This design comes from an exercise in tuning for small area on the open sky130 flow, not from production work. Only simulation tests tie the RTL to the original design; equivalence was not proved. Power and IR drop assume default switching activity.

==> flow/design.v <==
`timescale 1ns/1ns
package nipcb_pkg;
	localparam int DATA_WIDTH = 32;
	localparam int MAG_W = 16;
	localparam int CH_COUNT = 4;
endpackage
`timescale 1ns/1ns
`timescale 1ns/1ns
`timescale 1ns/1ns
`timescale 1ns/1ns
module nipcb_top #(
	parameter int unsigned ADDR_BASE = 0
) (
	input logic HCLK,
	input logic HRESETn,
	input logic HSEL,
	input logic [7:0] HADDR,
	input logic [1:0] HTRANS,
	input logic [2:0] HSIZE,
	input logic HWRITE,
	input logic [31:0] HWDATA,
	input logic HREADY,
	output logic [31:0] HRDATA,
	output logic HREADYOUT,
	output logic HRESP,
	output logic [19:0] stim_out
);
	logic accept;
	logic bad;
	logic [3:0] strb;
	logic dp_read;
	logic dp_write;
	logic err_first;
	logic err_second;
	logic [3:0] dp_idx;
	logic [3:0] dp_strb;
	assign accept = HSEL && HTRANS[1] && HREADY;
	assign bad = (HADDR >= 8'd44) || HSIZE[2] || (HSIZE[1] && HSIZE[0]) ||
		(HWRITE && HADDR[5:2] == 4'd1);
	always_comb begin
		case (HSIZE[1:0])
			2'b00: strb = 4'b0001 << HADDR[1:0];
			2'b01: strb = HADDR[1] ? 4'b1100 : 4'b0011;
			default: strb = 4'b1111;
		endcase
	end
	always_ff @(posedge HCLK) begin
		if (!HRESETn) begin
			dp_read <= 1'b0;
			dp_write <= 1'b0;
			err_first <= 1'b0;
			err_second <= 1'b0;
		end else begin
			dp_read <= accept && !bad && !HWRITE;
			dp_write <= accept && !bad && HWRITE;
			err_first <= accept && bad;
			err_second <= err_first;
		end
	end
	always_ff @(posedge HCLK) begin
		dp_idx <= HADDR[5:2];
		dp_strb <= strb;
	end
	assign HREADYOUT = !err_first;
	assign HRESP = err_first || err_second;
	logic conf;
	logic [1:0] ch_sel;
	logic [31:0] cyc_high, cyc_low, cyc_delay, cyc_stall, cyc_count;
	logic [15:0] mag_high, mag_low;
	logic [31:0] wdata;
	logic [3:0] lane;
	logic sel_conf, sel_ch, sel_high, sel_low, sel_delay, sel_stall, sel_count;
	logic sel_magh, sel_magl, sel_trig;
	assign wdata = HRESETn ? HWDATA : 32'd0;
	assign lane = HRESETn ? (dp_write ? dp_strb : 4'b0000) : 4'b1111;
	assign sel_trig = dp_idx == 4'd0;
	assign sel_conf = dp_idx == 4'd2;
	assign sel_ch = dp_idx == 4'd3;
	assign sel_high = dp_idx == 4'd4;
	assign sel_low = dp_idx == 4'd5;
	assign sel_delay = dp_idx == 4'd6;
	assign sel_stall = dp_idx == 4'd7;
	assign sel_count = dp_idx[3] && dp_idx[1:0] == 2'd0;
	assign sel_magh = dp_idx[3] && dp_idx[1:0] == 2'd1;
	assign sel_magl = dp_idx[3] && dp_idx[1];
	always_ff @(posedge HCLK) begin
		if (lane[0] && (sel_conf || !HRESETn)) conf <= wdata[0];
		if (lane[0] && (sel_ch || !HRESETn)) ch_sel <= wdata[1:0];
		for (int b = 0; b < 4; b++) begin
			if (lane[b] && (sel_high || !HRESETn)) cyc_high[b*8 +: 8] <= wdata[b*8 +: 8];
			if (lane[b] && (sel_low || !HRESETn)) cyc_low[b*8 +: 8] <= wdata[b*8 +: 8];
			if (lane[b] && (sel_delay || !HRESETn)) cyc_delay[b*8 +: 8] <= wdata[b*8 +: 8];
			if (lane[b] && (sel_stall || !HRESETn)) cyc_stall[b*8 +: 8] <= wdata[b*8 +: 8];
			if (lane[b] && (sel_count || !HRESETn)) cyc_count[b*8 +: 8] <= wdata[b*8 +: 8];
		end
		for (int b = 0; b < 2; b++) begin
			if (lane[b] && (sel_magh || !HRESETn)) mag_high[b*8 +: 8] <= wdata[b*8 +: 8];
			if (lane[b] && (sel_magl || !HRESETn)) mag_low[b*8 +: 8] <= wdata[b*8 +: 8];
		end
	end
	localparam logic [2:0] ST_IDLE = 3'b000;
	localparam logic [2:0] ST_DELAY = 3'b001;
	localparam logic [2:0] ST_STALL = 3'b011;
	localparam logic [2:0] ST_HIGH = 3'b110;
	localparam logic [2:0] ST_LOW = 3'b100;
	logic [2:0] state;
	logic running;
	logic stim_start;
	logic [31:0] cnt;
	logic [31:0] pulses;
	logic cnt_last;
	logic pulse_last;
	logic pulse_last_q;
	logic [31:0] dec_out;
	logic [31:0] pulses_d;
	logic [31:0] qh_d;
	logic [1:0] q_ch;
	logic [31:0] q_high, q_low, q_stall;
	logic [15:0] q_magh, q_magl;
	assign running = state[2] || state[0];
	always_ff @(posedge HCLK) begin
		if (!HRESETn) begin
			stim_start <= 1'b0;
		end else begin
			stim_start <= dp_write && sel_trig && dp_strb[0] && HWDATA[0] && conf && !running;
		end
	end
	always_ff @(posedge HCLK) begin
		if (!running) begin
			q_ch <= ch_sel;
			q_low <= cyc_low;
			q_stall <= cyc_stall;
			q_magh <= mag_high;
			q_magl <= mag_low;
		end
	end
	assign cnt_last = cnt[31:1] == 31'd0;
	assign pulse_last = pulse_last_q;
	assign qh_d = running ? q_high : cyc_high;
	always_ff @(posedge HCLK) q_high <= qh_d;
	assign dec_out = (cnt_last ? pulses : cnt) - 1'b1;
	always_ff @(posedge HCLK) begin
		if (running && !cnt_last) begin
			cnt <= dec_out;
		end else begin
			case (state)
				ST_IDLE: cnt <= (cyc_delay != 32'd0) ? cyc_delay : qh_d;
				ST_HIGH: cnt <= q_low;
				ST_LOW: cnt <= (q_stall != 32'd0) ? q_stall : qh_d;
				default: cnt <= qh_d;
			endcase
		end
	end
	always_comb begin
		if (!running) begin
			pulses_d = cyc_count;
		end else if (cnt_last && (state == ST_STALL || (state == ST_LOW && q_stall == 32'd0))) begin
			pulses_d = dec_out;
		end else begin
			pulses_d = pulses;
		end
	end
	always_ff @(posedge HCLK) begin
		pulses <= pulses_d;
		pulse_last_q <= pulses_d[31:1] == 31'd0;
	end
	always_ff @(posedge HCLK) begin
		if (!HRESETn) begin
			state <= ST_IDLE;
		end else if (!running) begin
			if (stim_start) state <= (cyc_delay != 32'd0) ? ST_DELAY : ST_HIGH;
		end else if (cnt_last) begin
			case (state)
				ST_DELAY: state <= ST_HIGH;
				ST_HIGH: state <= ST_LOW;
				default: begin
					if (state == ST_LOW && q_stall != 32'd0) state <= ST_STALL;
					else if (pulse_last) state <= ST_IDLE;
					else state <= ST_HIGH;
				end
			endcase
		end
	end
	always_comb begin
		stim_out = 20'd0;
		if (state[2]) begin
			stim_out[19:16] = 4'b0001 << q_ch;
			stim_out[15:0] = state[1] ? q_magh : q_magl;
		end
	end
	always_comb begin
		logic rd_flags, rd_conf, rd_ch, rd_high, rd_low, rd_delay, rd_stall, rd_count, rd_magh, rd_magl;
		rd_flags = dp_read && dp_idx == 4'd1;
		rd_conf = dp_read && sel_conf;
		rd_ch = dp_read && sel_ch;
		rd_high = dp_read && sel_high;
		rd_low = dp_read && sel_low;
		rd_delay = dp_read && sel_delay;
		rd_stall = dp_read && sel_stall;
		rd_count = dp_read && sel_count;
		rd_magh = dp_read && sel_magh;
		rd_magl = dp_read && sel_magl;
		HRDATA = ({32{rd_high}} & cyc_high) | ({32{rd_low}} & cyc_low) |
			({32{rd_delay}} & cyc_delay) | ({32{rd_stall}} & cyc_stall) |
			({32{rd_count}} & cyc_count) |
			({32{rd_magh}} & {16'd0, mag_high}) | ({32{rd_magl}} & {16'd0, mag_low}) |
			({32{rd_ch}} & {30'd0, ch_sel}) | ({32{rd_conf}} & {31'd0, conf}) |
			({32{rd_flags}} & {31'd0, running});
	end
endmodule
==> flow/flow/run.sh <==
#!/bin/bash
# Standard ORFS layout with three changes to how the layout is made:
#  - synthesis maps the combinational logic with an area-oriented ABC script (flow/area.abc,
#    a timed deep resynthesis pass, then two rounds of rewriting and area mapping within 30%
#    of the best delay);
#    the registers, their names and cell types are those of the standard synthesis,
#  - ports are buffered with the smallest buffer,
#  - clock tree built from clkbuf_16 buffers, each driving a cluster of up to 24 registers,
#    and no dummy loads.
set -euo pipefail
work=$(pwd)
abc_script=$work/flow/area.abc

# The standard flow's synthesis script, with ABC pointed at the area script
{
	printf 'proc abc {args} {\n'
	printf '  set i [lsearch -exact $args -script]\n'
	printf '  if {$i >= 0} { lset args [expr {$i + 1}] %s }\n' "$abc_script"
	printf '  yosys abc {*}$args\n'
	printf '}\n'
	cat synth_recipe.tcl
} > area_synth.tcl

export BUFFER_PORTS_ARGS="-buffer_cell sky130_fd_sc_hd__buf_1"
export CTS_ARGS="-sink_clustering_enable -repair_clock_nets -dont_use_dummy_load -buf_list sky130_fd_sc_hd__clkbuf_16 -sink_clustering_size 24 -sink_clustering_max_diameter 60"

bash standard.sh SYNTH_SCRIPT="$work/area_synth.tcl" finish > "$work/flow.log" 2>&1
==> flow/flow/area.abc <==
strash
&get -n
&deepsyn -T 60
&put
balance -l; resub -K 6 -l; rewrite -l; resub -K 6 -N 2 -l; refactor -l; resub -K 8 -l; balance -l; resub -K 8 -N 2 -l; rewrite -l; resub -K 10 -l; rewrite -z -l; resub -K 10 -N 2 -l; balance -l; resub -K 12 -l; refactor -z -l; resub -K 12 -N 2 -l; rewrite -z -l; balance -l
&get -n
&st
&dch
&nf -R 30
&put
strash
balance -l; resub -K 6 -l; rewrite -l; resub -K 6 -N 2 -l; refactor -l; resub -K 8 -l; balance -l; resub -K 8 -N 2 -l; rewrite -l; resub -K 10 -l; rewrite -z -l; resub -K 10 -N 2 -l; balance -l; resub -K 12 -l; refactor -z -l; resub -K 12 -N 2 -l; rewrite -z -l; balance -l
&get -n
&st
&dch
&nf -R 30
&put
topo
==> flow/standard.sh <==
#!/bin/bash
# synth_recipe.tcl (not shown) runs the flow's synth.tcl, then flattens the netlist and writes it again
# the make line also repeats each setting of config.mk as NAME=value (left out here)
make -C /OpenROAD-flow-scripts/flow DESIGN_CONFIG=/design/flow/config.mk WORK_HOME=/design/flow/orfs CLKGATE_MAP_FILE= SYNTH_SCRIPT=/design/flow/synth_recipe.tcl "${@:-finish}"
==> flow/config.mk <==
export PLATFORM = sky130hd
export DESIGN_NAME = nipcb_top
export DESIGN_NICKNAME = nipcb_top
export VERILOG_FILES = /design/flow/design.v
export SDC_FILE = /design/flow/constraint.sdc
export NUM_CORES = 4
export LEC_CHECK = 0
export CAP_MARGIN = 5
export CORE_MARGIN = 2
export CORE_UTILIZATION = 65
export SLEW_MARGIN = 5
==> flow/constraint.sdc <==
create_clock -name core_clock -period 6.0 [get_ports {HCLK}]
set_input_delay 1.2000 -clock core_clock [delete_from_list [all_inputs] [get_ports {HCLK}]]
set_output_delay 1.2000 -clock core_clock [all_outputs]
set_load 0.01 [all_outputs]
==> results of run 1 <==
[what timing repair did]
| item | CTS | global route |
|---|---|---|
| hold endpoints to repair | 0 | 0 |
| hold buffers | 0 | 0 |
| buffers inserted | 5 | 0 |
| pin swaps | 10 | 7 |
| setup endpoints to repair | 5 | 8 |
| gates resized for setup | 30 | 21 |
[layout by cell type (no fill, tap or decap), types with 19 or more instances in the layout]
cell	netlist	final
a21oi_1	54	52
a222oi_1	53	53
a22oi_1	36	36
a32oi_1	19	19
and2_0	38	34
buf_1	0	101
buf_4	0	118
clkbuf_16	0	27
dfxtp_1	112	109
edfxtp_1	294	294
nand2_1	151	150
nand3_1	24	24
nor2_1	88	83
o21ai_0	43	41
o22ai_1	29	29
[per-stage QoR]
| stage | hold slack [ns] | utilization (%) | TNS [ns] |
|---|---|---|---|
| 4_1_cts | 0.420 | 77.2 | -0.262 |
| 3_3_place_gp | 0.422 | 73.6 | -0.579 |
| 3_5_place_dp | 0.427 | 73.6 | -1.09 |
| 6_report | 0.427 | 77.7 | -0.348 |
| 2_1_floorplan | 0.413 | - | -0.183 |
| 5_1_grt | 0.439 | 77.7 | -1.57 |
[flip-flops by register name, indices dropped and copies added (netlist names), 32 cells and up]
signal and cells:
cyc_stall 32, q_high 32, q_stall 32, q_low 32, cyc_delay 32, cnt 32
pulses 32, cyc_low 32, cyc_count 32, cyc_high 32
[path summary, 6_finish.rpt]
kind	cells past startpoint	to	slack [ns]
worst min-delay path	0	q_low[3]$_DFFE_PP_	0.43
worst max register to register	23	pulse_last_q$_DFF_P_	-0.35
worst max-delay path	23	pulse_last_q$_DFF_P_	-0.35
worst min register to register	0	q_low[3]$_DFFE_PP_	0.43
[report_power, final]
group          internal [mW]  switching [mW]  leakage, nW
clock                  0.793           0.850        0.333
sequential              3.62           0.299         3.96
combinational          0.744            1.16         2.35
total                   5.15            2.31         6.64
[worst max-delay path, cell delays in order, from the launching register on]
cell      delay, ns
dfxtp_2        0.34
nor4_4         0.30
buf_4          0.16
nand4_1        0.16
buf_4          0.18
buf_4          0.14
buf_4          0.16
o21ai_0        0.17
nor4b_4        0.24
and2_1         0.19
nand2b_1       0.08
xnor2_1        0.15
o22ai_1        0.17
nor2_1         0.08
or4_1          0.53
or4_4          0.43
nor3_2         0.12
or4b_4         0.49
or4_1          0.42
or4_1          0.43
or4_4          0.45
or4_4          0.44
or3_4          0.34
nor4_2         0.15
[layout make-up]
| type | instances | area (µm²) |
|---|---|---|
| fillers | 1509 | 5210 |
| clock buffers | 27 | 676 |
| flip-flops and latches | 406 | 11100 |
| multi-input cells | 730 | 4660 |
| well taps | 319 | 399 |
| repair buffers | 222 | 1300 |
| inverters | 19 | 77.6 |
[layer usage]
metal / track usage [%] / up-vias / part of all wire (%)
li1: - / 5100 / -
met1: 50.2 / 5647 / 38
met2: 55.3 / 842 / 46
met3: 6.34 / 133 / 12
met4: 14.3 / 0 / 3.8
met5: 0 / - / 0
[cells by family (layout without fill, tap and decap cells)]
group | count (synthesis) | in the layout
xor gates and xnor gates | 25 | 25
AOI/OAI and AO/OA | 310 | 310
buffers and inverters | 19 | 268
adders and majority gates | 1 | 1
DFF | 406 | 406
and+or+nand+nor | 394 | 394
==> flow_summary_export.csv, run 1 <==
group,metric,value,unit
yosys,synth_xor_area_share,1.41,%
yosys,synthAdderAreaFrac,0.0808,%
critical_path,cp-startpoint,"cnt[12]$_DFF_P_",
clocking,cts_buffer_depth,3,
yosys,synth_compound_gate_area_share,14.5,%
yosys,synth.most_common_cell,"edfxtp_1",
timing,tightest_slew,1.40,ns
yosys,async_reset_ff_share,0,%
drt,firstDrtPassIters,6,
power,finalPower,7.46,mW
drt,ant_nets,0,
clocking,worst_skew_pair.late_latency,0.57,ns
final_layout,final_area,18200,µm²
critical_path,end_kind,"flop",
floorplan,start_util,66.1,%
yosys,yosysWarnings,1,
yosys,netlist_area,15500,µm²
yosys,netlist.area_leader.share,57.0,%
yosys,syn_nets,1206,
place,place.gp.congestion,0.951,
yosys,syn_avg_cell_area,13.4,µm²
power,power_density,410,nW/µm²
yosys,yosys-top-cells-area,"edfxtp_1 (57%), dfxtp_1 (14%), nand2_1 (3.7%), a222oi_1 (3.4%), nor2_1 (2.1%)",
drt,wl_per_cell,26.0,µm
clocking,cts.sinks,406,
yosys,ys_ff_latch,406,
yosys,seq_area_frac_synth,71.5,%
timing,max_freq,0.158,GHz
drt,vias,11700,
critical_path,required,6.49,ns
final_layout,drive_gt1_share,14.7,%
global_route,grt-ovfl-total,0,
timing,finalSetupViolCount,1,
outcome,check.faults,"setup timing",
floorplan,ios,104,
global_route,grt_pass1_vias,11000,
final_layout,nNetsFinal,1457,
drt,postRouteWirelength,44900,µm
timing,drv_slew,0,
timing,hold_violations,0,
yosys,synth_top_family_by_area,"compound AO/OA/AOI/OAI gates",
clocking,htreeDepth,1,
critical_path,start_kind,"flop",
final_layout,instances_no_fill,1723,
place,placed_cells,1691,
place,preCtsSetupSlack,-0.455,ns
drt,viasPerCell,6.80,
yosys,synthTopCellsByCount,"edfxtp_1 (294), nand2_1 (151), dfxtp_1 (112)",
timing,timing.final.ws_setup,-0.348,ns
floorplan,core,23400,µm²
floorplan,die_y,158,µm
critical_path,path_max_fanout,4,
timing,fin_crit_sh,106,%
critical_path,crit_type,"flop to flop",
clocking,cts_tree,"built",
timing,fin_skew,0.0507,ns
job,drv_cap,0,
drt,drc,0,
yosys,synth_mux_area_share,0,%
power,power.leakage,6.64,nW
yosys,synth_edf_count,294,
critical_path,worst_ep_arrival_time,6.83,ns
yosys,synth_flop_cell,"edfxtp_1",
clocking,cts_inserted_buffers,27,
floorplan,rows,56,
timing,rsz0062_at_grt,"true",
place,io_buffer_count,102,
global_route,antenna_found_initial,0,
yosys,yosysUniqueCellTypes,45,
global_route,grt_pass1_wl,64700,µm
drt,drtIter0Drc,1852,
global_route,grt_max_degree,136,
outcome,outcome,"complete, but fails checks",
clocking,clk_pin_slew_worst_paths,0.09,ns
place,place_area,17200,µm²
global_route,grt_use_total,35.5,%
final_layout,area_growth,17.5,%
clocking,cts_root_buf,"clkbuf_16",
yosys,synth-simple-area-share,12.0,%
timing,period_needed,6.35,ns
floorplan,die_x,158,µm
hold_path,hold_path_class,"flop to flop",
power,ir_drop,0.311,mV
yosys,yosysTopAreaCell,"edfxtp_1",
yosys,synthCells,1155,
critical_path,r2r_start,"cnt[12]$_DFF_P_",
hold_path,min_from,"cyc_low[3]$_DFFE_PP_",
final_layout,n_antenna_cell,0,
floorplan,dieArea,25100,µm²
place,hpwl,27000,µm
timing,slew_headroom,6.40,%
==> inputs of run 2 (changes only) <==
--- a/flow/design.v
+++ b/flow/design.v
@@ -110,10 +110,6 @@
 	logic [31:0] pulses;
 	logic cnt_last;
 	logic pulse_last;
-	logic pulse_last_q;
-	logic [31:0] dec_out;
-	logic [31:0] pulses_d;
-	logic [31:0] qh_d;
 	logic [1:0] q_ch;
 	logic [31:0] q_high, q_low, q_stall;
 	logic [15:0] q_magh, q_magl;
@@ -135,9 +131,11 @@
 		end
 	end
 	assign cnt_last = cnt[31:1] == 31'd0;
-	assign pulse_last = pulse_last_q;
+	assign pulse_last = pulses[31:1] == 31'd0;
+	logic [31:0] qh_d;
 	assign qh_d = running ? q_high : cyc_high;
 	always_ff @(posedge HCLK) q_high <= qh_d;
+	logic [31:0] dec_out;
 	assign dec_out = (cnt_last ? pulses : cnt) - 1'b1;
 	always_ff @(posedge HCLK) begin
 		if (running && !cnt_last) begin
@@ -151,18 +149,12 @@
 			endcase
 		end
 	end
-	always_comb begin
+	always_ff @(posedge HCLK) begin
 		if (!running) begin
-			pulses_d = cyc_count;
+			pulses <= cyc_count;
 		end else if (cnt_last && (state == ST_STALL || (state == ST_LOW && q_stall == 32'd0))) begin
-			pulses_d = dec_out;
-		end else begin
-			pulses_d = pulses;
-		end
-	end
-	always_ff @(posedge HCLK) begin
-		pulses <= pulses_d;
-		pulse_last_q <= pulses_d[31:1] == 31'd0;
+			pulses <= dec_out;
+		end
 	end
 	always_ff @(posedge HCLK) begin
 		if (!HRESETn) begin
==> flow/flow/run.sh (replaced) <==
#!/bin/bash
# Standard ORFS layout with three changes to how the layout is made:
#  - synthesis maps the combinational logic with an area-oriented ABC script (flow/area.abc,
#    a timed deep resynthesis pass, then two rounds of rewriting and area mapping);
#    the registers, their names and cell types are those of the standard synthesis,
#  - ports are buffered with the smallest buffer,
#  - clock tree built from clkbuf_8 buffers, each driving a cluster of up to 16 registers,
#    and no dummy loads.
set -euo pipefail
work=$(pwd)
abc_script=$work/flow/area.abc

# The standard flow's synthesis script, with ABC pointed at the area script
{
	printf 'proc abc {args} {\n'
	printf '  set i [lsearch -exact $args -script]\n'
	printf '  if {$i >= 0} { lset args [expr {$i + 1}] %s }\n' "$abc_script"
	printf '  yosys abc {*}$args\n'
	printf '}\n'
	cat synth_recipe.tcl
} > area_synth.tcl

export BUFFER_PORTS_ARGS="-buffer_cell sky130_fd_sc_hd__buf_1"
export CTS_ARGS="-sink_clustering_enable -repair_clock_nets -dont_use_dummy_load -buf_list sky130_fd_sc_hd__clkbuf_8 -sink_clustering_size 20 -sink_clustering_max_diameter 40"

bash standard.sh SYNTH_SCRIPT="$work/area_synth.tcl" finish > "$work/flow.log" 2>&1
--- a/flow/flow/area.abc
+++ b/flow/flow/area.abc
@@ -6,13 +6,13 @@
 &get -n
 &st
 &dch
-&nf -R 30
+&nf -R 1000
 &put
 strash
 balance -l; resub -K 6 -l; rewrite -l; resub -K 6 -N 2 -l; refactor -l; resub -K 8 -l; balance -l; resub -K 8 -N 2 -l; rewrite -l; resub -K 10 -l; rewrite -z -l; resub -K 10 -N 2 -l; balance -l; resub -K 12 -l; refactor -z -l; resub -K 12 -N 2 -l; rewrite -z -l; balance -l
 &get -n
 &st
 &dch
-&nf -R 30
+&nf -R 1000
 &put
 topo
==> flow_summary_export.csv, run 2 <==
group,metric,value,unit
clocking,clk_pin_slew_worst_paths,0.10,ns
drt,wl_per_cell,25.8,µm
floorplan,core,23400,µm²
timing,setup_tns,0,ns
global_route,grt-ovfl-total,0,
yosys,synthCells,1103,
power,ir_drop,0.319,mV
timing,timing.final.ws_setup,0.425,ns
final_layout,final_core_util,72.8,%
floorplan,die_y,158,µm
place,placed_cells,1546,
outcome,outcome,"timing/DRC/antenna clean",
yosys,yosysWarnings,1,
drt,vias,10700,
clocking,htreeDepth,2,
yosys,ys_ff_latch,405,
clocking,cts.sinks,405,
yosys,async_reset_ff_share,0,%
timing,max_freq,0.179,GHz
hold_path,hold_path_class,"flop to flop",
global_route,grt_use_total,32.9,%
critical_path,critPathMaxStageDelay,0.49,ns
place,place.gp.congestion,0.955,
final_layout,n_fill_cell,1638,
final_layout,drive_gt1_share,5.98,%
global_route,antenna_found_initial,0,
critical_path,crit_type,"flop to flop",
place,hpwl,25200,µm
yosys,netlist.area_leader.share,63.2,%
clocking,cts_tree,"built",
critical_path,cp_slowest_cell,"nor4_1",
final_layout,final_cell_mix,"edfxtp_1 (325), nand2_1 (175), buf_1 (101), a21oi_1 (81), dfxtp_1 (80)",
clocking,cts_buffer_depth,3,
timing,period_needed,5.58,ns
timing,finalSetupViolCount,0,
critical_path,crit_chain,"nor4_1, nand4_1, nor2_2, mux2i_1, ha_1, and3_1, and3_1, and3_1, and3_1, nand3_1, a211oi_1, nand3_1, nor2_1, nand4_1, a211o_1, nor2_1, and4_1, and3_1, nand3_1, xnor2_1, o21ai_0",
final_layout,nNetsFinal,1323,
drt,postRouteWirelength,41000,µm
place,io_buffer_count,102,
timing,drv_slew,0,
power,power_density,414,nW/µm²
yosys,seq_area_frac_synth,73.5,%
drt,drc,0,
yosys,synth_flop_cell,"edfxtp_1",
clocking,ctsHoldBuffers,0,
clocking,cts_inserted_buffers,43,
global_route,grt_pass1_wl,59700,µm
timing,hold_violations,0,
timing,rsz0062_at_grt,"false",
final_layout,ff_latch_area,11400,µm²
floorplan,die_x,158,µm
yosys,syn_avg_cell_area,14.0,µm²
yosys,yosysUniqueCellTypes,36,
drt,ant_nets,0,
floorplan,rows,56,
yosys,synth.most_common_cell,"edfxtp_1",
timing,fin_skew,0.0434,ns
critical_path,end_kind,"flop",
drt,drtIter0Drc,1543,
final_layout,n_antenna_cell,0,
final_layout,multi_input_area,4080,µm²
yosys,netlist_area,15500,µm²
critical_path,crit_top_cell,"and3_1",
timing,slew_headroom,11.7,%
yosys,syn_nets,1154,
clocking,post_cts_buffers,0,
critical_path,path_max_fanout,3,
place,preCtsSetupSlack,0.683,ns
drt,viasPerCell,6.76,
global_route,grt_pass1_vias,9995,
yosys,synthTopCellsByCount,"edfxtp_1 (325), nand2_1 (175), a21oi_1 (81)",
clocking,worst_skew_pair.late_latency,0.57,ns
floorplan,dieArea,25000,µm²
critical_path,required,6.28,ns
yosys,synth_edf_count,325,
drt,firstDrtPassIters,7,
critical_path,start_kind,"flop",
clocking,cts_root_buf,"clkbuf_8",
final_layout,final_common_cell,"edfxtp_1",
critical_path,worst_ep_arrival_time,5.85,ns
clocking,ctsResizeCount,0,
yosys,yosys-top-cells-area,"edfxtp_1 (63%), dfxtp_1 (10%), nand2_1 (4.3%), a222oi_1 (2.7%), a21oi_1 (2.6%)",
timing,fin_crit_sh,92.9,%
global_route,grt_max_degree,162,
job,drv_cap,0,
final_layout,instances_no_fill,1589,
floorplan,ios,104,
yosys,yosysTopAreaCell,"edfxtp_1",
timing,tightest_slew,1.32,ns
floorplan,start_util,66.0,%
final_layout,area_growth,10.2,%
power,power.leakage,6.05,nW
## run 2: worst max-delay path, delay by kind of cell (launching register included)
kind                       cells  cell delay [ns]
xor gates and xnor gates       1             0.23
and+or+nand+nor               15             3.33
DFF                            1             0.33
AOI/OAI and AO/OA              3             0.85
muxes                          1             0.33
adders and majority gates      1             0.24
## run 2: final cells by class
cell class,count,area share [%]
flip-flops and latches,405,66.7
multi-input cells,687,23.9
clock buffers,43,3.47
repair buffers,124,3.22
well taps,319,2.34
inverters,11,0.316
## run 2: cells by family after synthesis
family	synth area share, %
buffers and inverters	0.267
muxes	0.0648
xor gates and xnor gates	1.64
DFF	73.5
adders and majority gates	0.0810
and+or+nand+nor	11.8
AOI/OAI and AO/OA	12.7
## run 2: through the flow
step | cell area [µm²] | hold slack, ns | power [mW]
floorplan | 15500 | 0.408 | 4.99
global placement | 16400 | 0.425 | 5.54
detailed placement | 16400 | 0.423 | 5.59
CTS | 17000 | 0.421 | 7.02
global route | 17000 | 0.440 | 7.33
finish | 17000 | 0.423 | 7.04
## run 2: path summary, 6_finish.rpt
kind | startpoint | end | slack, ns | cells past startpoint
max reg2reg | cnt[18]$_DFF_P_ | pulses[30]$_DFFE_PP_ | 0.42 | 21
min reg2reg | mag_high[2]$_DFFE_PP_ | q_magh[2]$_DFFE_PP_ | 0.42 | 0
max | cnt[18]$_DFF_P_ | pulses[30]$_DFFE_PP_ | 0.42 | 21
min | mag_high[2]$_DFFE_PP_ | q_magh[2]$_DFFE_PP_ | 0.42 | 0
## run 2: per-layer routing
metal / global-route usage [%] / share of wire [%]
met5: 0 / 0
met4: 11.3 / 3.0
met3: 5.34 / 11
met2: 50.7 / 46
met1: 48.5 / 40
## run 2: power by group
group          total, mW  leakage [nW]  internal, mW  switching (mW)
registers           4.07          4.01          3.77           0.295
logic               1.50          1.73         0.430            1.07
clock network       1.48         0.309         0.638           0.841
==> inputs of run 3 (changes only) <==
--- a/flow/flow/run.sh
+++ b/flow/flow/run.sh
@@ -21,6 +21,6 @@
 } > area_synth.tcl
 
 export BUFFER_PORTS_ARGS="-buffer_cell sky130_fd_sc_hd__buf_1"
-export CTS_ARGS="-sink_clustering_enable -repair_clock_nets -dont_use_dummy_load -buf_list sky130_fd_sc_hd__clkbuf_8 -sink_clustering_size 20 -sink_clustering_max_diameter 40"
+export CTS_ARGS="-sink_clustering_enable -repair_clock_nets -dont_use_dummy_load -buf_list sky130_fd_sc_hd__clkbuf_16 -sink_clustering_size 28 -sink_clustering_max_diameter 45"
 
 bash standard.sh SYNTH_SCRIPT="$work/area_synth.tcl" finish > "$work/flow.log" 2>&1
==> flow_summary_export.csv, run 3 <==
group,metric,value,unit
floorplan,start_util,66.0,%
floorplan,ios,104,
yosys,yosysUniqueCellTypes,36,
yosys,synth_edf_count,325,
place,place.gp.congestion,0.955,
timing,max_freq,0.182,GHz
timing,rsz0062_at_grt,"false",
power,ir_drop,0.355,mV
place,io_buffer_count,102,
yosys,synthCells,1103,
timing,period_needed,5.48,ns
yosys,synth.most_common_cell,"edfxtp_1",
job,drv_cap,0,
drt,postRouteWirelength,41300,µm
timing,finalSetupViolCount,0,
drt,firstDrtPassIters,7,
final_layout,instances_no_fill,1583,
final_layout,area_growth,12.4,%
drt,ant_nets,0,
clocking,post_cts_buffers,0,
critical_path,crit_type,"flop to flop",
global_route,grt_max_degree,162,
floorplan,core,23400,µm²
power,power_frac_comb,19.8,%
power,finalPower,7.56,mW
final_layout,nNetsFinal,1317,
timing,fin_crit_sh,91.4,%
critical_path,start_kind,"flop",
floorplan,die_y,158,µm
final_layout,final_common_cell,"edfxtp_1",
drt,wl_per_cell,26.1,µm
yosys,syn_nets,1154,
outcome,outcome,"timing/DRC/antenna clean",
timing,fin_skew,0.0510,ns
critical_path,required,6.24,ns
critical_path,end_kind,"flop",
clocking,worst_skew_pair.late_latency,0.52,ns
drt,drc,0,
clocking,cts_buffer_depth,3,
global_route,grt_pass1_wl,60100,µm
yosys,async_reset_ff_share,0,%
final_layout,final_cell_mix,"edfxtp_1 (325), nand2_1 (175), buf_1 (101), a21oi_1 (81), dfxtp_1 (80)",
timing,hold_violations,0,
power,p_switching,2.27,mW
yosys,yosysWarnings,1,
place,placed_cells,1546,
clocking,ctsResizeCount,0,
timing,slew_headroom,16.8,%
clocking,htreeDepth,2,
final_layout,drive_gt1_share,5.54,%
yosys,synthTopCellsByCount,"edfxtp_1 (325), nand2_1 (175), a21oi_1 (81)",
floorplan,dieArea,25000,µm²
global_route,grt-ovfl-total,0,
clocking,cts_root_buf,"clkbuf_16",
yosys,yosysTopAreaCell,"edfxtp_1",
critical_path,worst_ep_arrival_time,5.72,ns
power,power.leakage,6.20,nW
drt,drtIter0Drc,1606,
power,sequentialPowerShare,53.9,%
timing,setup_tns,0,ns
yosys,ys_ff_latch,405,
floorplan,rows,56,
clocking,cts_tree,"built",
drt,viasPerCell,6.80,
yosys,netlist.area_leader.share,63.2,%
hold_path,hold_path_class,"flop to flop",
final_layout,final_core_util,74.2,%
critical_path,path_max_fanout,3,
power,switching_share,30.0,%
timing,tightest_slew,1.24,ns
power,power_density,435,nW/µm²
timing,drv_slew,0,
timing,fin_hold_ws,0.426,ns
clocking,cts.sinks,405,
clocking,ctsHoldBuffers,0,
power,clkPwrFrac,26.3,%
yosys,yosys-top-cells-area,"edfxtp_1 (63%), dfxtp_1 (10%), nand2_1 (4.3%), a222oi_1 (2.7%), a21oi_1 (2.6%)",
clocking,clk_pin_slew_worst_paths,0.07,ns
power,intPower,5.29,mW
global_route,grt_pass1_vias,10100,
yosys,seq_area_frac_synth,73.5,%
global_route,grt_use_total,33.2,%
yosys,synth_flop_cell,"edfxtp_1",
clocking,cts_inserted_buffers,37,
drt,vias,10800,
floorplan,die_x,158,µm
yosys,syn_avg_cell_area,14.0,µm²
final_layout,n_antenna_cell,0,
yosys,netlist_area,15500,µm²
place,hpwl,25200,µm
global_route,antenna_found_initial,0,
## run 3: changes by cell type in the layout (fill, tap and decap cells not counted), sizes merged
cell	change
clkbuf	-6
## run 3: kinds of logic after synthesis
logic type,count (synthesis),synth area share (%)
buffers and inverters,11,0.267
adder cells (fa/ha/maj),1,0.0810
AND/OR/NAND/NOR,393,11.8
XOR/XNOR,29,1.64
multiplexers,1,0.0648
flip-flops,405,73.5
AO/OA/AOI/OAI,263,12.7
## run 3: worst max-delay path: stages, from the launching register on
cell      delay [ns]
dfxtp_1         0.32
nor4_1          0.45
nand4_1         0.31
nor2_2          0.22
mux2i_1         0.33
ha_1            0.24
and3_1          0.20
and3_1          0.25
and3_1          0.18
and3_1          0.20
nand3_1         0.14
a211oi_1        0.43
nand3_1         0.14
nor2_1          0.25
nand4_1         0.18
a211o_1         0.32
nor2_1          0.16
and4_1          0.27
and3_1          0.22
nand3_1         0.10
xnor2_1         0.23
o21ai_0         0.10
## run 3: metal layers
| layer | GRT usage [%] | up-vias | wire length (µm) |
|---|---|---|---|
| met3 | 5.31 | 97 | 4420 |
| met5 | 0 | - | 0 |
| met1 | 48.7 | 5255 | 16400 |
| li1 | - | 4714 | - |
| met2 | 50.8 | 693 | 19000 |
| met4 | 12.7 | 0 | 1460 |
## run 3: metrics by stage
stage / cell area (µm²) / setup WS, ns
2_1_floorplan: 15500 / 0.0374
3_3_place_gp: 16400 / 0.829
3_5_place_dp: 16400 / 0.683
4_1_cts: 17400 / 0.658
5_1_grt: 17400 / 0.138
6_report: 17400 / 0.515
## run 3: layout make-up
| cell class | instances | area (µm²) |
|---|---|---|
| fillers | 1576 | 6040 |
| flip-flops and latches | 405 | 11400 |
| clock buffers | 37 | 926 |
| repair buffers | 124 | 549 |
| well taps | 319 | 399 |
| multi-input cells | 687 | 4080 |
| inverters | 11 | 53.8 |
## run 3: worst paths after layout
path	start	to	slack, ns	depth (start not counted)
worst min register to register	ch_sel[1]$_DFFE_PP_	q_ch[1]$_DFFE_PP_	0.43	0
worst min-delay path	ch_sel[1]$_DFFE_PP_	q_ch[1]$_DFFE_PP_	0.43	0
worst max register to register	cnt[18]$_DFF_P_	pulses[30]$_DFFE_PP_	0.52	21
worst max-delay path	cnt[18]$_DFF_P_	pulses[30]$_DFFE_PP_	0.52	21
## run 3: power groups by stage
stage / Combinational, mW / Sequential [mW] / Clock, mW
final: 1.50 / 4.08 / 1.99
after global routing: 1.63 / 4.12 / 2.10
after CTS: 1.47 / 4.06 / 2.01
after detailed placement: 1.47 / 4.11 / 0
after global placement: 1.44 / 4.10 / 0
after floorplan: 0.986 / 4.00 / 0
==> inputs of run 4 (changes only) <==
--- a/flow/flow/run.sh
+++ b/flow/flow/run.sh
@@ -21,6 +21,6 @@
 } > area_synth.tcl
 
 export BUFFER_PORTS_ARGS="-buffer_cell sky130_fd_sc_hd__buf_1"
-export CTS_ARGS="-sink_clustering_enable -repair_clock_nets -dont_use_dummy_load -buf_list sky130_fd_sc_hd__clkbuf_16 -sink_clustering_size 28 -sink_clustering_max_diameter 45"
+export CTS_ARGS="-sink_clustering_enable -repair_clock_nets -dont_use_dummy_load -buf_list sky130_fd_sc_hd__clkbuf_8 -sink_clustering_size 18 -sink_clustering_max_diameter 100"
 
 bash standard.sh SYNTH_SCRIPT="$work/area_synth.tcl" finish > "$work/flow.log" 2>&1
==> flow_summary_export.csv, run 4 <==
group,metric,value,unit
place,hpwl,25200,µm
final_layout,area_growth,8.72,%
clocking,worst_skew_pair.late_latency,0.61,ns
floorplan,rows,56,
yosys,async_reset_ff_share,0,%
critical_path,required,6.33,ns
floorplan,core,23400,µm²
yosys,synth.most_common_cell,"edfxtp_1",
timing,period_needed,5.56,ns
final_layout,final_area,16800,µm²
job,drv_cap,0,
clocking,htreeDepth,1,
final_layout,final_cell_mix,"edfxtp_1 (325), nand2_1 (175), buf_1 (101), a21oi_1 (81), dfxtp_1 (80)",
timing,rsz0062_at_grt,"false",
critical_path,cp_slowest_cell,"nor4_1",
clocking,cts.sinks,405,
drt,viasPerCell,6.82,
critical_path,crit_family,"simple AND/OR/NAND/NOR gates",
yosys,netlist_area,15500,µm²
final_layout,final_core_util,71.8,%
yosys,ys_ff_latch,405,
yosys,seq_area_frac_synth,73.5,%
timing,max_freq,0.180,GHz
critical_path,start_kind,"flop",
clocking,cts_buffer_depth,3,
yosys,synthTopCellsByCount,"edfxtp_1 (325), nand2_1 (175), a21oi_1 (81)",
drt,postRouteWirelength,40800,µm
timing,fin_crit_sh,92.7,%
global_route,grt_use_total,32.8,%
outcome,outcome,"timing/DRC/antenna clean",
power,ir_drop,0.329,mV
global_route,antenna_found_initial,0,
timing,slew_headroom,14.6,%
yosys,synthCells,1103,
final_layout,multi_input_area,4080,µm²
power,finalPower,6.74,mW
yosys,netlist.area_leader.share,63.2,%
final_layout,final_common_cell,"edfxtp_1",
timing,finalSetupViolCount,0,
clocking,cts_inserted_buffers,26,
global_route,grt_max_degree,162,
critical_path,critPathMaxStageDelay,0.52,ns
yosys,yosysTopAreaCell,"edfxtp_1",
clocking,cts_root_buf,"clkbuf_8",
timing,tightest_slew,1.28,ns
critical_path,crit_top_cell,"and3_1",
final_layout,n_fill_cell,1652,
yosys,syn_avg_cell_area,14.0,µm²
global_route,grt_pass1_vias,9905,
drt,firstDrtPassIters,8,
critical_path,worst_ep_arrival_time,5.90,ns
hold_path,hold_path_class,"flop to flop",
yosys,synth_flop_cell,"edfxtp_1",
timing,fin_hold_ws,0.420,ns
place,io_buffer_count,102,
power,power_density,401,nW/µm²
drt,wl_per_cell,25.9,µm
yosys,synth_edf_count,325,
clocking,post_cts_buffers,0,
clocking,ctsResizeCount,0,
clocking,cts_tree,"built",
critical_path,path_max_fanout,3,
drt,ant_nets,0,
timing,setup_tns,0,ns
critical_path,crit_buf_inv,0,
floorplan,die_x,158,µm
drt,vias,10700,
floorplan,start_util,66.0,%
critical_path,crit_chain,"nor4_1, nand4_1, nor2_2, mux2i_1, ha_1, and3_1, and3_1, and3_1, and3_1, nand3_1, a211oi_1, nand3_1, nor2_1, nand4_1, a211o_1, nor2_1, and4_1, and3_1, nand3_1, xnor2_1, o21ai_0",
floorplan,ios,104,
critical_path,end_kind,"flop",
place,place.gp.congestion,0.955,
yosys,yosysWarnings,1,
yosys,yosysUniqueCellTypes,36,
drt,drtIter0Drc,1573,
floorplan,dieArea,25000,µm²
timing,drv_slew,0,
floorplan,die_y,158,µm
final_layout,n_antenna_cell,0,
power,power.leakage,5.93,nW
final_layout,drive_gt1_share,4.71,%
final_layout,nNetsFinal,1306,
clocking,clk_pin_slew_worst_paths,0.11,ns
global_route,grt-ovfl-total,0,
timing,hold_violations,0,
clocking,ctsHoldBuffers,0,
yosys,yosys-top-cells-area,"edfxtp_1 (63%), dfxtp_1 (10%), nand2_1 (4.3%), a222oi_1 (2.7%), a21oi_1 (2.6%)",
critical_path,crit_type,"flop to flop",
final_layout,ff_latch_area,11400,µm²
yosys,syn_nets,1154,
drt,drc,0,
place,place_area,16400,µm²
timing,fin_skew,0.0333,ns
global_route,grt_pass1_wl,59500,µm
-- run 4: final cells by class --
cell class,instances,area share [%]
clock buffers,26,2.13
inverters,11,0.320
multi-input cells,687,24.3
flip-flops and latches,405,67.6
well taps,319,2.38
repair buffers,124,3.27
-- run 4: through the flow --
step           setup slack, ns  std cells
3_5_place_dp             0.683       1546
3_3_place_gp             0.829       1546
4_1_cts                  0.622       1572
2_1_floorplan           0.0374       1103
6_report                 0.436       1572
5_1_grt                  0.113       1572
-- run 4: worst paths after layout --
path / from / endpoint / cells past startpoint / slack, ns
worst max-delay path: cnt[17]$_DFF_P_ / pulses[30]$_DFFE_PP_ / 21 / 0.44
worst min-delay path: mag_low[11]$_DFFE_PP_ / q_magl[11]$_DFFE_PP_ / 0 / 0.42
worst max register to register: cnt[17]$_DFF_P_ / pulses[30]$_DFFE_PP_ / 21 / 0.44
worst min register to register: mag_low[11]$_DFFE_PP_ / q_magl[11]$_DFFE_PP_ / 0 / 0.42
-- run 4: kinds of logic (layout without fill, tap and decap cells) --
logic type	count (synthesis)	in the layout	share of synthesized area, %
simple gates	393	393	11.8
compound gates	263	263	12.7
fa+ha+maj	1	1	0.0810
buf+inv	11	161	0.267
flops	405	405	73.5
mux	1	1	0.0648
xor+xnor	29	29	1.64
-- run 4: report_power, final --
group	internal, mW	switching [mW]
clock network	0.389	0.801
logic	0.429	1.06
registers	3.77	0.296
-- run 4: metal layers --
layer,global-route usage [%],share of wire (%),up-vias
li1,-,-,4687
met5,0,0,-
met1,49.0,40,5302
met4,11.5,3.5,0
met3,4.65,10,94
met2,50.1,46,635
==> inputs of run 5 (changes only) <==
--- a/flow/flow/run.sh
+++ b/flow/flow/run.sh
@@ -21,6 +21,6 @@
 } > area_synth.tcl
 
 export BUFFER_PORTS_ARGS="-buffer_cell sky130_fd_sc_hd__buf_1"
-export CTS_ARGS="-sink_clustering_enable -repair_clock_nets -dont_use_dummy_load -buf_list sky130_fd_sc_hd__clkbuf_8 -sink_clustering_size 18 -sink_clustering_max_diameter 100"
+export CTS_ARGS="-sink_clustering_enable -repair_clock_nets -dont_use_dummy_load -buf_list sky130_fd_sc_hd__clkbuf_8 -sink_clustering_size 16 -sink_clustering_max_diameter 50"
 
 bash standard.sh SYNTH_SCRIPT="$work/area_synth.tcl" finish > "$work/flow.log" 2>&1
==> flow_summary_export.csv, run 5 <==
group,metric,value,unit
yosys,netlist.area_leader.share,63.2,%
power,sequentialPowerShare,58.8,%
final_layout,final_area,16900,µm²
floorplan,dieArea,25000,µm²
floorplan,die_x,158,µm
clocking,clk_pin_slew_worst_paths,0.10,ns
yosys,yosys-top-cells-area,"edfxtp_1 (63%), dfxtp_1 (10%), nand2_1 (4.3%), a222oi_1 (2.7%), a21oi_1 (2.6%)",
drt,vias,10700,
timing,fin_hold_ws,0.438,ns
floorplan,core,23400,µm²
clocking,cts.sinks,405,
yosys,synthCells,1103,
clocking,htreeDepth,2,
yosys,synthTopCellsByCount,"edfxtp_1 (325), nand2_1 (175), a21oi_1 (81)",
yosys,ys_ff_latch,405,
drt,viasPerCell,6.79,
critical_path,path_max_fanout,3,
place,preCtsSetupSlack,0.683,ns
final_layout,drive_gt1_share,5.39,%
clocking,worst_skew_pair.late_latency,0.54,ns
timing,setup_tns,0,ns
critical_path,cp_slowest_cell,"nor4_1",
yosys,yosysTopAreaCell,"edfxtp_1",
floorplan,start_util,66.0,%
final_layout,area_growth,9.54,%
drt,wl_per_cell,25.9,µm
global_route,grt_pass1_vias,10000,
floorplan,rows,56,
global_route,grt_max_degree,162,
job,drv_cap,0,
yosys,yosysWarnings,1,
critical_path,worst_ep_arrival_time,5.76,ns
power,clkPwrFrac,19.5,%
final_layout,nNetsFinal,1315,
drt,firstDrtPassIters,6,
clocking,cts_root_buf,"clkbuf_8",
drt,drtIter0Drc,1558,
final_layout,final_common_cell,"edfxtp_1",
power,power_frac_comb,21.7,%
floorplan,die_y,158,µm
place,place.gp.congestion,0.955,
yosys,synth_edf_count,325,
clocking,post_cts_buffers,0,
timing,rsz0062_at_grt,"false",
critical_path,required,6.26,ns
clocking,ctsHoldBuffers,0,
drt,postRouteWirelength,40900,µm
timing,tightest_slew,1.27,ns
yosys,synth.most_common_cell,"edfxtp_1",
final_layout,final_cell_mix,"edfxtp_1 (325), nand2_1 (175), buf_1 (101), a21oi_1 (81), dfxtp_1 (80)",
drt,ant_nets,0,
clocking,cts_buffer_depth,3,
timing,timing.final.ws_setup,0.492,ns
power,power_density,408,nW/µm²
drt,drc,0,
clocking,cts_inserted_buffers,35,
power,p_switching,2.19,mW
clocking,ctsResizeCount,0,
timing,fin_skew,0.0366,ns
power,intPower,4.72,mW
floorplan,ios,104,
yosys,seq_area_frac_synth,73.5,%
clocking,cts_tree,"built",
place,hpwl,25200,µm
global_route,grt-ovfl-total,0,
timing,slew_headroom,14.9,%
yosys,syn_avg_cell_area,14.0,µm²
power,switching_share,31.6,%
power,power.leakage,5.99,nW
timing,hold_violations,0,
place,place_area,16400,µm²
yosys,syn_nets,1154,
timing,period_needed,5.51,ns
yosys,synth_flop_cell,"edfxtp_1",
global_route,grt_pass1_wl,59600,µm
critical_path,crit_chain,"nor4_1, nand4_1, nor2_2, mux2i_1, ha_1, and3_1, and3_1, and3_1, and3_1, nand3_1, a211oi_1, nand3_1, nor2_1, nand4_1, a211o_1, nor2_1, and4_1, and3_1, nand3_1, xnor2_1, o21ai_0",
yosys,yosysUniqueCellTypes,36,
yosys,async_reset_ff_share,0,%
timing,fin_crit_sh,91.8,%
critical_path,critPathMaxStageDelay,0.49,ns
critical_path,start_kind,"flop",
global_route,grt_use_total,32.9,%
outcome,outcome,"timing/DRC/antenna clean",
timing,max_freq,0.182,GHz
critical_path,end_kind,"flop",
power,ir_drop,0.316,mV
critical_path,crit_top_cell,"and3_1",
hold_path,hold_path_class,"flop to flop",
yosys,netlist_area,15500,µm²
timing,finalSetupViolCount,0,
global_route,antenna_found_initial,0,
critical_path,crit_type,"flop to flop",
place,io_buffer_count,102,
timing,drv_slew,0,
-- run 5: cell types whose count changed in the layout (fill, tap and decap cells not counted), sizes merged --
cell	change
clkbuf	+9
diode	+1
-- run 5: power by group through the flow --
stage,sequential (mW),combinational [mW],clock [mW]
3_5_place_dp,4.11,1.47,0
2_1_floorplan,4.00,0.986,0
6_report,4.07,1.50,1.35
4_1_cts,4.05,1.47,1.36
3_3_place_gp,4.10,1.44,0
5_1_grt,4.11,1.63,1.45
-- run 5: stage by stage --
stage / power (mW) / instances / utilization [%]
finish: 6.91 / 1582 / 72.3
global route: 7.19 / 1581 / 72.3
CTS: 6.89 / 1581 / 72.3
detailed placement: 5.59 / 1546 / 70.3
global placement: 5.54 / 1546 / 70.3
floorplan: 4.99 / 1103 / -
-- run 5: path summary, 6_finish.rpt --
check / from / endpoint / slack, ns / depth (start not counted)
setup / recovery: cnt[17]$_DFF_P_ / pulses[30]$_DFFE_PP_ / 0.49 / 21
hold reg to reg: cyc_stall[6]$_DFFE_PP_ / q_stall[6]$_DFFE_PP_ / 0.44 / 0
hold / removal: cyc_stall[6]$_DFFE_PP_ / q_stall[6]$_DFFE_PP_ / 0.44 / 0
setup reg to reg: cnt[17]$_DFF_P_ / pulses[30]$_DFFE_PP_ / 0.49 / 21
-- run 5: cell families after synthesis --
| kind of cell | share of synthesized area [%] |
|---|---|
| buffers and inverters | 0.267 |
| adders and majority gates | 0.0810 |
| AOI/OAI and AO/OA | 12.7 |
| DFF | 73.5 |
| xor gates and xnor gates | 1.64 |
| muxes | 0.0648 |
| and+or+nand+nor | 11.8 |
-- run 5: metal layers --
| metal | share of wire (%) | global-route usage [%] | vias to the layer above | wire [µm] |
|---|---|---|---|---|
| met4 | 3.3 | 12.1 | 0 | 1330 |
| li1 | - | - | 4709 | - |
| met2 | 46 | 50.2 | 654 | 18900 |
| met5 | 0 | 0 | - | 0 |
| met1 | 40 | 48.8 | 5289 | 16400 |
| met3 | 10 | 4.87 | 91 | 4280 |
-- run 5: cell type report --
class,instances,area [µm²]
inverter,11,53.8
tap,319,399
sequential,405,11400
timing repair buffer,124,549
clock buffer,35,482
fill,1643,6480
antenna,1,2.50
multi-input combinational,687,4080
-- run 5: worst max-delay path: cells and delay by family (launching register included) --
| kind | cells | cell delay [ns] |
|---|---|---|
| compound gates | 3 | 0.85 |
| fa+ha+maj | 1 | 0.23 |
| flops | 1 | 0.32 |
| simple gates | 15 | 3.28 |
| mux | 1 | 0.31 |
| xor+xnor | 1 | 0.23 |
==> inputs of run 6 (changes only) <==
--- a/flow/flow/run.sh
+++ b/flow/flow/run.sh
@@ -1,7 +1,7 @@
 #!/bin/bash
 # Standard ORFS layout with three changes to how the layout is made:
 #  - synthesis maps the combinational logic with an area-oriented ABC script (flow/area.abc,
-#    a timed deep resynthesis pass, then two rounds of rewriting and area mapping);
+#    two rounds of rewriting and area mapping);
 #    the registers, their names and cell types are those of the standard synthesis,
 #  - ports are buffered with the smallest buffer,
 #  - clock tree built from clkbuf_8 buffers, each driving a cluster of up to 16 registers,
--- a/flow/flow/area.abc
+++ b/flow/flow/area.abc
@@ -1,7 +1,4 @@
 strash
-&get -n
-&deepsyn -T 60
-&put
 balance -l; resub -K 6 -l; rewrite -l; resub -K 6 -N 2 -l; refactor -l; resub -K 8 -l; balance -l; resub -K 8 -N 2 -l; rewrite -l; resub -K 10 -l; rewrite -z -l; resub -K 10 -N 2 -l; balance -l; resub -K 12 -l; refactor -z -l; resub -K 12 -N 2 -l; rewrite -z -l; balance -l
 &get -n
 &st
==> flow_summary_export.csv, run 6 <==
group,metric,value,unit
job,drv_cap,0,
yosys,synth_edf_count,325,
timing,slew_headroom,8.46,%
hold_path,min_from,"cyc_stall[15]$_DFFE_PP_",
timing,fin_skew,0.0534,ns
final_layout,final_common_cell,"edfxtp_1",
place,io_buffer_count,102,
yosys,synthTopCellsByCount,"edfxtp_1 (325), nand2_1 (174), nor2_1 (100)",
place,place.gp.congestion,0.907,
critical_path,reg2reg_slack,0.33,ns
global_route,grt_pass1_wl,61600,µm
hold_path,hold_path_class,"flop to flop",
timing,drv_slew,0,
timing,period_needed,5.67,ns
yosys,synth.most_common_cell,"edfxtp_1",
floorplan,die_y,159,µm
critical_path,ff2ff_path_depth,26,
yosys,synth_flop_cell,"edfxtp_1",
timing,timing.final.ws_setup,0.328,ns
outcome,outcome,"timing/DRC/antenna clean",
final_layout,n_fill_cell,1661,
critical_path,required,6.26,ns
floorplan,start_util,66.5,%
timing,tightest_slew,1.34,ns
yosys,ys_ff_latch,405,
hold_path,hold-path-cell-count,0,
critical_path,crit_type,"flop to flop",
timing,hold_violations,0,
final_layout,n_antenna_cell,0,
critical_path,worst_ep_arrival_time,5.93,ns
timing,finalSetupViolCount,0,
critical_path,critPathMaxStageDelay,0.41,ns
yosys,yosys-top-cells-area,"edfxtp_1 (62%), dfxtp_1 (10%), nand2_1 (4.2%), a21oi_1 (3.0%), a222oi_1 (2.6%)",
timing,setup_tns,0,ns
yosys,netlist_area,15700,µm²
place,placed_cells,1618,
floorplan,dieArea,25400,µm²
yosys,yosysTopAreaCell,"edfxtp_1",
drt,ant_nets,0,
drt,wl_per_cell,24.9,µm
yosys,netlist.area_leader.share,62.2,%
final_layout,drive_gt1_share,6.43,%
critical_path,cp_slowest_cell,"nor4_2",
place,preCtsSetupSlack,0.0744,ns
timing,fin_crit_sh,94.5,%
yosys,yosysUniqueCellTypes,40,
place,hpwl,25600,µm
floorplan,die_x,159,µm
global_route,grt_use_total,32.3,%
drt,drc,0,
final_layout,final_core_util,73.3,%
floorplan,ios,104,
final_layout,final_cell_mix,"edfxtp_1 (325), nand2_1 (174), buf_1 (101), a21oi_1 (95), nor2_1 (92)",
clocking,cts_root_buf,"clkbuf_8",
yosys,syn_nets,1229,
drt,vias,11000,
yosys,seq_area_frac_synth,72.4,%
power,power.leakage,6.23,nW
yosys,synthCells,1178,
final_layout,area_growth,10.3,%
clocking,cts.sinks,405,
global_route,grt-ovfl-total,0,
yosys,yosysWarnings,1,
power,power_density,371,nW/µm²
critical_path,cp-startpoint,"cnt[13]$_DFF_P_",
floorplan,rows,56,
yosys,async_reset_ff_share,0,%
drt,drtIter0Drc,1533,
critical_path,r2r_start,"cnt[13]$_DFF_P_",
power,ir_drop,0.245,mV
drt,viasPerCell,6.65,
yosys,syn_avg_cell_area,13.3,µm²
final_layout,instances_no_fill,1657,
power,finalPower,6.42,mW
global_route,grt_max_degree,63,
clocking,ctsHoldBuffers,0,
drt,firstDrtPassIters,8,
clocking,cts_tree,"built",
global_route,antenna_found_initial,0,
clocking,htreeDepth,2,
global_route,grt_pass1_vias,10700,
critical_path,path_max_fanout,6,
timing,max_freq,0.176,GHz
clocking,cts_inserted_buffers,36,
drt,postRouteWirelength,41300,µm
floorplan,core,23600,µm²
critical_path,start_kind,"flop",
clocking,cts_buffer_depth,3,
clocking,clk_pin_slew_worst_paths,0.09,ns
final_layout,nNetsFinal,1391,
critical_path,end_kind,"flop",
clocking,worst_skew_pair.late_latency,0.57,ns
[run 6: cells by family after synthesis]
group,after synthesis,share of synthesized area [%]
XOR/XNOR,8,0.446
buffers and inverters,25,0.598
adder cells (fa/ha/maj),1,0.0797
AO/OA/AOI/OAI,304,13.6
AND/OR/NAND/NOR,430,12.6
multiplexers,5,0.319
flip-flops,405,72.4
[run 6: area by class of cell]
cell class	instances	area [µm²]	area share, %
inverters	25	98.8	0.571
repair buffers	124	549	3.17
multi-input cells	748	4410	25.5
well taps	319	399	2.30
clock buffers	36	495	2.86
flip-flops and latches	405	11400	65.6
[run 6: metal layers]
metal  vias to the layer above  routed length, µm  GRT usage (%)
met2                       683              18800           49.9
met3                        94               4510           6.20
met4                         0               1430           12.3
met1                      5310              16600           46.2
li1                       4926                  -              -
met5                         -                  0              0
[run 6: where the power goes]
| group | internal, mW | switching (mW) | leakage, nW | total [mW] |
|---|---|---|---|---|
| logic | 0.370 | 0.825 | 1.94 | 1.20 |
| registers | 3.58 | 0.280 | 4.04 | 3.86 |
| clock network | 0.539 | 0.827 | 0.259 | 1.37 |
[run 6: timing repair]
action                                  CTS  global route
hold endpoints to repair                  0             0
buffers inserted                          0             3
gates resized for setup                   0            20
endpoints found under the setup margin    0             5
[run 6: stage by stage]
stage	area [µm²]	hold slack [ns]
CTS	17200	0.427
floorplan	15700	0.408
global route	17300	0.445
finish	17300	0.431
global placement	16700	0.419
detailed placement	16700	0.424
[run 6: final timing paths]
path                            to
min reg2reg  q_stall[15]$_DFFE_PP_
min          q_stall[15]$_DFFE_PP_
max reg2reg   pulses[31]$_DFFE_PP_
max           pulses[31]$_DFFE_PP_
[run 6: critical path, delay by kind of cell (launching register included)]
| family | cells | cell delay [ns] |
|---|---|---|
| AOI/OAI and AO/OA | 1 | 0.09 |
| DFF | 1 | 0.33 |
| and+or+nand+nor | 23 | 4.50 |
| xor gates and xnor gates | 1 | 0.18 |
| muxes | 1 | 0.30 |
==> inputs of run 7 (changes only) <==
--- a/flow/design.v
+++ b/flow/design.v
@@ -34,9 +34,16 @@
 	logic err_second;
 	logic [3:0] dp_idx;
 	logic [3:0] dp_strb;
+	logic [31:0] addr_ext;
+	logic [31:0] offset;
+	logic [3:0] idx;
+	logic in_range;
 	assign accept = HSEL && HTRANS[1] && HREADY;
-	assign bad = (HADDR >= 8'd44) || HSIZE[2] || (HSIZE[1] && HSIZE[0]) ||
-		(HWRITE && HADDR[5:2] == 4'd1);
+	assign addr_ext = 32'(HADDR);
+	assign offset = addr_ext - ADDR_BASE;
+	assign idx = offset[5:2];
+	assign in_range = (addr_ext >= ADDR_BASE) && (addr_ext < ADDR_BASE + 44);
+	assign bad = !in_range || HSIZE[2] || (HSIZE[1] && HSIZE[0]) || (HWRITE && idx == 4'd1);
 	always_comb begin
 		case (HSIZE[1:0])
 			2'b00: strb = 4'b0001 << HADDR[1:0];
@@ -58,7 +65,7 @@
 		end
 	end
 	always_ff @(posedge HCLK) begin
-		dp_idx <= HADDR[5:2];
+		dp_idx <= idx;
 		dp_strb <= strb;
 	end
 	assign HREADYOUT = !err_first;
--- a/flow/flow/run.sh
+++ b/flow/flow/run.sh
@@ -1,7 +1,7 @@
 #!/bin/bash
 # Standard ORFS layout with three changes to how the layout is made:
 #  - synthesis maps the combinational logic with an area-oriented ABC script (flow/area.abc,
-#    two rounds of rewriting and area mapping);
+#    a timed deep resynthesis pass, then two rounds of rewriting and area mapping);
 #    the registers, their names and cell types are those of the standard synthesis,
 #  - ports are buffered with the smallest buffer,
 #  - clock tree built from clkbuf_8 buffers, each driving a cluster of up to 16 registers,
@@ -21,6 +21,6 @@
 } > area_synth.tcl
 
 export BUFFER_PORTS_ARGS="-buffer_cell sky130_fd_sc_hd__buf_1"
-export CTS_ARGS="-sink_clustering_enable -repair_clock_nets -dont_use_dummy_load -buf_list sky130_fd_sc_hd__clkbuf_8 -sink_clustering_size 16 -sink_clustering_max_diameter 50"
+export CTS_ARGS="-sink_clustering_enable -repair_clock_nets -dont_use_dummy_load -buf_list sky130_fd_sc_hd__clkbuf_8 -sink_clustering_size 16 -sink_clustering_max_diameter 100"
 
 bash standard.sh SYNTH_SCRIPT="$work/area_synth.tcl" finish > "$work/flow.log" 2>&1
--- a/flow/flow/area.abc
+++ b/flow/flow/area.abc
@@ -1,4 +1,7 @@
 strash
+&get -n
+&deepsyn -T 60
+&put
 balance -l; resub -K 6 -l; rewrite -l; resub -K 6 -N 2 -l; refactor -l; resub -K 8 -l; balance -l; resub -K 8 -N 2 -l; rewrite -l; resub -K 10 -l; rewrite -z -l; resub -K 10 -N 2 -l; balance -l; resub -K 12 -l; refactor -z -l; resub -K 12 -N 2 -l; rewrite -z -l; balance -l
 &get -n
 &st
==> flow_summary_export.csv, run 7 <==
group,metric,value,unit
outcome,outcome,"timing/DRC/antenna clean",
floorplan,rows,56,
yosys,synthCells,1103,
floorplan,ios,104,
yosys,netlist.area_leader.share,63.2,%
place,hpwl,25700,µm
floorplan,die_x,158,µm
yosys,synthAdderAreaFrac,0.0810,%
yosys,synth_flop_cell,"edfxtp_1",
power,ir_drop,0.220,mV
floorplan,die_y,158,µm
final_layout,area_growth,9.05,%
yosys,ys_ff_latch,405,
global_route,antenna_found_initial,0,
final_layout,final_area,16900,µm²
place,place.gp.congestion,0.883,
place,io_buffer_count,102,
yosys,yosys-top-cells-area,"edfxtp_1 (63%), dfxtp_1 (10%), nand2_1 (4.2%), a21oi_1 (2.6%), a222oi_1 (2.5%)",
global_route,grt_pass1_wl,59900,µm
clocking,post_cts_buffers,0,
yosys,yosysTopAreaCell,"edfxtp_1",
final_layout,final_cell_mix,"edfxtp_1 (325), nand2_1 (173), buf_1 (101), a21oi_1 (81), dfxtp_1 (80)",
global_route,grt-ovfl-total,0,
final_layout,final_common_cell,"edfxtp_1",
job,drv_cap,0,
critical_path,critPathMaxStageDelay,0.48,ns
place,place_area,16500,µm²
clocking,htreeDepth,1,
critical_path,start_kind,"flop",
timing,hold_violations,0,
timing,max_freq,0.185,GHz
yosys,synthTopCellsByCount,"edfxtp_1 (325), nand2_1 (173), a21oi_1 (81)",
floorplan,dieArea,25000,µm²
yosys,synth_top_family_by_area,"compound AO/OA/AOI/OAI gates",
yosys,yosysUniqueCellTypes,36,
timing,finalSetupViolCount,0,
clocking,cts_inserted_buffers,29,
clocking,clk_pin_slew_worst_paths,0.10,ns
clocking,cts.sinks,405,
power,power_density,403,nW/µm²
timing,fin_hold_ws,0.404,ns
timing,fin_crit_sh,90.2,%
critical_path,path_max_fanout,3,
yosys,netlist_area,15500,µm²
final_layout,n_fill_cell,1634,
critical_path,cp_slowest_cell,"nor4_1",
drt,viasPerCell,6.77,
yosys,synth_edf_count,325,
clocking,ctsResizeCount,0,
clocking,worst_skew_pair.late_latency,0.60,ns
place,placed_cells,1547,
drt,vias,10700,
final_layout,nNetsFinal,1310,
place,preCtsSetupSlack,0.748,ns
global_route,grt_use_total,32.9,%
power,finalPower,6.79,mW
timing,timing.final.ws_setup,0.588,ns
yosys,synth_mux_area_share,0.0648,%
timing,rsz0062_at_grt,"false",
clocking,cts_tree,"built",
yosys,synth_xor_area_share,1.64,%
floorplan,core,23400,µm²
yosys,syn_nets,1154,
critical_path,crit_top_cell,"and3_1",
critical_path,crit_type,"flop to flop",
yosys,seq_area_frac_synth,73.5,%
clocking,cts_root_buf,"clkbuf_8",
hold_path,hold_path_class,"flop to flop",
final_layout,instances_no_fill,1577,
clocking,ctsHoldBuffers,0,
final_layout,drive_gt1_share,5.01,%
drt,wl_per_cell,26.0,µm
yosys,synth_compound_gate_area_share,12.7,%
yosys,synth.most_common_cell,"edfxtp_1",
yosys,yosysWarnings,1,
yosys,async_reset_ff_share,0,%
final_layout,ff_latch_area,11400,µm²
power,power.leakage,5.95,nW
yosys,synth-simple-area-share,11.7,%
global_route,grt_pass1_vias,10000,
drt,drc,0,
timing,fin_skew,0.0439,ns
clocking,cts_buffer_depth,3,
floorplan,start_util,66.0,%
drt,firstDrtPassIters,7,
timing,setup_tns,0,ns
timing,drv_slew,0,
timing,tightest_slew,1.18,ns
final_layout,multi_input_area,4080,µm²
critical_path,end_kind,"flop",
timing,slew_headroom,20.7,%
drt,ant_nets,0,
final_layout,final_core_util,72.0,%
critical_path,required,6.33,ns
drt,drtIter0Drc,1507,
drt,postRouteWirelength,41000,µm
global_route,grt_max_degree,95,
critical_path,crit_chain,"nor4_1, nand4_1, nor2_2, mux2i_1, ha_1, and3_1, and3_1, and3_1, and3_1, nand3_1, a211oi_1, nand3_1, nor2_1, nand4_1, a211o_1, nor2_1, and4_1, and3_1, nand3_1, xnor2_1, o21ai_0",
critical_path,worst_ep_arrival_time,5.75,ns
timing,period_needed,5.41,ns
yosys,syn_avg_cell_area,14.0,µm²
-- run 7: changes by cell type in the layout (fill, tap and decap cells not counted), sizes merged, moves of 14 or more --
cell | previous run | this run
a21oi | 95 | 81
a32oi | 2 | 17
o21ai | 34 | 20
a22o | 0 | 16
a21o | 15 | 0
o21a | 15 | 0
nor2 | 100 | 70
clkinv | 25 | 11
-- run 7: critical path, delay by kind of cell, from the launching register on --
family / cells / cell delay (ns)
simple gates: 15 / 3.19
compound gates: 3 / 0.89
flops: 1 / 0.32
mux: 1 / 0.31
fa+ha+maj: 1 / 0.23
xor+xnor: 1 / 0.19
-- run 7: worst paths after layout --
path / startpoint / endpoint / slack (ns) / depth (start not counted)
worst max-delay path: cnt[17]$_DFF_P_ / pulses[30]$_DFFE_PP_ / 0.59 / 21
worst min-delay path: cyc_low[10]$_DFFE_PP_ / q_low[10]$_DFFE_PP_ / 0.40 / 0
worst max register to register: cnt[17]$_DFF_P_ / pulses[30]$_DFFE_PP_ / 0.59 / 21
worst min register to register: cyc_low[10]$_DFFE_PP_ / q_low[10]$_DFFE_PP_ / 0.40 / 0
-- run 7: routing by layer --
| metal | track usage [%] | part of all wire (%) |
|---|---|---|
| met1 | 47.2 | 39 |
| met2 | 51.3 | 46 |
| met3 | 7.20 | 11 |
| met4 | 10.4 | 3.2 |
| met5 | 0 | 0 |
-- run 7: cell type report --
class / count / area share, %
Multi-Input combinational cell: 687 / 24.2
Tap cell: 319 / 2.37
Inverter: 11 / 0.319
Timing Repair Buffer: 125 / 3.30
Antenna cell: 1 / 0.0148
Sequential cell: 405 / 67.4
Clock buffer: 29 / 2.37
-- run 7: power by group --
| part | internal (mW) | total [mW] | switching (mW) | leakage, nW |
|---|---|---|---|---|
| Sequential | 3.77 | 4.07 | 0.303 | 4.01 |
| Clock | 0.432 | 1.24 | 0.805 | 0.209 |
| Combinational | 0.428 | 1.48 | 1.06 | 1.73 |
-- run 7: cell families after synthesis --
family	count (synthesis)
buffers and inverters	11
multiplexers	1
AO/OA/AOI/OAI	265
XOR/XNOR	29
adder cells (fa/ha/maj)	1
AND/OR/NAND/NOR	391
flip-flops	405

-- afterwards: timing with drivers on the ports --
No port has a modelled driver above. Below, the same layouts with a new extraction and two added sets of constraints. Step 1 assumes that a clkbuf_16 drives the clock port and a buf_2 every other input. Step 2 times the ports against the registers' clock, not the clock port: input delays grow and output delays shrink by t, the midpoint of the rising clock arrivals with the driver on. a / b / c = ideal ports / drivers / drivers and shift; a / b = the first two.
| run | shift t [ns] | slack for setup (ns) | worst register clock-pin slew, ns | pins driven straight from the clock port |
|---|---|---|---|---|
| run 1 | 0.601 | -0.348 / -0.348 / -0.348 | 0.09 / 0.09 | 1 |
| run 2 | 0.591 | 0.425 / 0.425 / 0.425 | 0.11 / 0.11 | 1 |
| run 3 | 0.552 | 0.515 / 0.515 / 0.515 | 0.08 / 0.08 | 1 |
| run 4 | 0.641 | 0.436 / 0.436 / 0.436 | 0.11 / 0.11 | 1 |
| run 5 | 0.567 | 0.492 / 0.492 / 0.492 | 0.10 / 0.10 | 1 |
| run 6 | 0.588 | 0.328 / 0.328 / 0.328 | 0.10 / 0.10 | 1 |
| run 7 | 0.629 | 0.588 / 0.588 / 0.588 | 0.11 / 0.11 | 1 |
